This design comes from an exercise in tuning for small area on the open sky130 flow, not from production work.
Function was checked by simulation only, so behaviour that the tests miss may differ from the original.
Power figures rest on the tool's default switching activity, not on a simulated workload.

## block_nms_top
module block_nms_top (
    input  logic       clk,
    input  logic       rst_n,
    input  logic       cfg_valid,
    input  logic [6:0] cfg_width,
    input  logic [6:0] cfg_height,
    input  logic       in_valid,
    input  logic [7:0] in_score,
    output logic       out_valid,
    output logic [7:0] out_score,
    output logic       out_last
);
Size in the first run: about 820 cells after synthesis, roughly 36 I/O pins, ~15000 um2 of cells after synthesis.
Settings: LEC_CHECK=0, ABC_AREA=1, CAP_MARGIN=5, CORE_MARGIN=2, CORE_UTILIZATION=80, PLACE_DENSITY=0.88, SLEW_MARGIN=5, BUFFER_PORTS_ARGS=-buffer_cell sky130_fd_sc_hd__buf_1, CTS_ARGS=-sink_clustering_enable -repair_clock_nets -sink_clustering_size 30 -sink_clustering_max_diameter 100 -dont_use_dummy_load -root_buf sky130_fd_sc_hd__clkbuf_8 -tree_buf sky130_fd_sc_hd__clkbuf_8 -buf_list sky130_fd_sc_hd__clkbuf_16; clock period 8.0 ns.
standard.sh (not shown) runs the stock make flow with config.mk's settings and CLKGATE_MAP_FILE= SYNTH_SCRIPT=/design/flow/synth_recipe.tcl, a recipe that flattens the netlist after the stock synthesis.
==> flow/flow/run.sh <==
#!/bin/bash
# The standard layout with two changes:
# - synthesis: ABC maps the combinational logic with an area-oriented script
#   (flow/abc_area.script) instead of ORFS's. Registers, flattening and
#   renaming are the standard synthesis's, since only the ABC script differs.
# - placement: every input and output port still gets a buffer, but the
#   smallest one (buf_1); repair_design sizes it up where a net needs it.
# - clock tree: no dummy loads, and clkbuf_8 above the leaf level.
set -e -o pipefail
W=$PWD

# a private copy of the ORFS scripts with the ABC script replaced
rm -rf "$W/scripts"
cp -r "$FLOW_HOME/scripts" "$W/scripts"
cp "$W/flow/abc_area.script" "$W/scripts/abc_area.script"
export SCRIPTS_DIR="$W/scripts"

# settings ORFS reads from the design config
cat >> "$W/config.mk" <<'EOC'
export BUFFER_PORTS_ARGS = -buffer_cell sky130_fd_sc_hd__buf_1
export CTS_ARGS = -sink_clustering_enable -repair_clock_nets -sink_clustering_size 30 -sink_clustering_max_diameter 100 -dont_use_dummy_load -root_buf sky130_fd_sc_hd__clkbuf_8 -tree_buf sky130_fd_sc_hd__clkbuf_8 -buf_list sky130_fd_sc_hd__clkbuf_16
EOC

bash standard.sh > "$W/standard.log" 2>&1
==> flow/flow/abc_area.script <==
strash
ifraig
dc2
strash
&get -n
&dch -f
&nf -a -R 1000
&put
topo
The first run finished clean.
Next try:
--- a/flow/config.mk
+++ b/flow/config.mk
@@ -8,7 +8,8 @@
 export ABC_AREA = 1
-export CAP_MARGIN = 5
+export CAP_MARGIN = 20
 export CORE_MARGIN = 2
 export CORE_UTILIZATION = 80
+export GPL_TIMING_DRIVEN = 0
 export PLACE_DENSITY = 0.88
-export SLEW_MARGIN = 5
+export SLEW_MARGIN = 20
 export BUFFER_PORTS_ARGS = -buffer_cell sky130_fd_sc_hd__buf_1
What happened:
- wire length came out higher by roughly a tenth
- design area came out higher by a few percent
- combinational power came out higher by roughly a tenth
- power came out higher by a few percent
- worst setup slack loses 0.23 ns
- cell count came out higher by a few percent
- worst hold slack gains 0.0051 ns
- global-route usage came out higher by 4.8 points
- first-iteration DRC count came out lower by a little under a tenth
- sequential power hardly moves
Next try:
--- a/flow/config.mk
+++ b/flow/config.mk
@@ -11,3 +11,2 @@
 export CORE_UTILIZATION = 80
-export GPL_TIMING_DRIVEN = 0
 export PLACE_DENSITY = 0.88
The new run ran to the end with no violations.
Die area is unchanged.
Routed wire length drops by a little under a tenth.
Cell area drops by a few percent.
Global-route usage drops by 4.2 points.
Core utilization drops by 2.2 points.
Next try:
--- a/flow/config.mk
+++ b/flow/config.mk
@@ -10,4 +10,4 @@
 export CORE_MARGIN = 2
-export CORE_UTILIZATION = 80
-export PLACE_DENSITY = 0.88
+export CORE_UTILIZATION = 65
+export PLACE_DENSITY = 0.95
 export SLEW_MARGIN = 20
Outcome: The new run completed with no timing, DRC or antenna violations; flip-flop and latch count stays the same; wire length rose by 2.1%; hold slack is about the same; die area rose by 22%; design area rose by 0.63%; non-clock buffer count rose by 11; setup slack gets worse by 0.27 ns; via count rose by 2.0%; sequential power stays flat; sequential share of layout area fell by 0.48 points.

[afterwards: timing with drivers on the ports]
The results above use ideal ports. As a check the final layouts listed here were re-extracted and re-timed, cells and wires unchanged.
Step 1: set_driving_cell puts a clkbuf_16 on clk and a buf_2 on each other input, an assumption about the parent block.
Step 2, shift: input delay + t, output delay - t, t = (earliest + latest rising clock arrival at the registers) / 2. This alone moves slack from input paths to output paths.
Slacks: no drivers / after step 1 / after step 2; pairs: no drivers / after step 1.
run | t, ns | setup slack, ns | hold WS [ns] | worst setup path at the end | latest minus earliest clock arrival (ns)
the first run | 0.627 | 1.820 / 1.820 / 1.820 | 0.336 / 0.336 / 0.336 | register to register | 0.052 / 0.053
the second run | 0.650 | 1.591 / 1.591 / 1.591 | 0.341 / 0.341 / 0.341 | register to register | 0.041 / 0.042
the third run | 0.632 | 1.870 / 1.870 / 1.870 | 0.337 / 0.337 / 0.337 | register to register | 0.054 / 0.054
the fourth run | 0.655 | 1.601 / 1.600 / 1.600 | 0.337 / 0.337 / 0.337 | register to register | 0.050 / 0.050
After both steps every run listed still meets setup and hold. The setup slack of the fourth run, which loses most, moves by -0.001 ns with the drivers and by -0.001 ns with both steps.
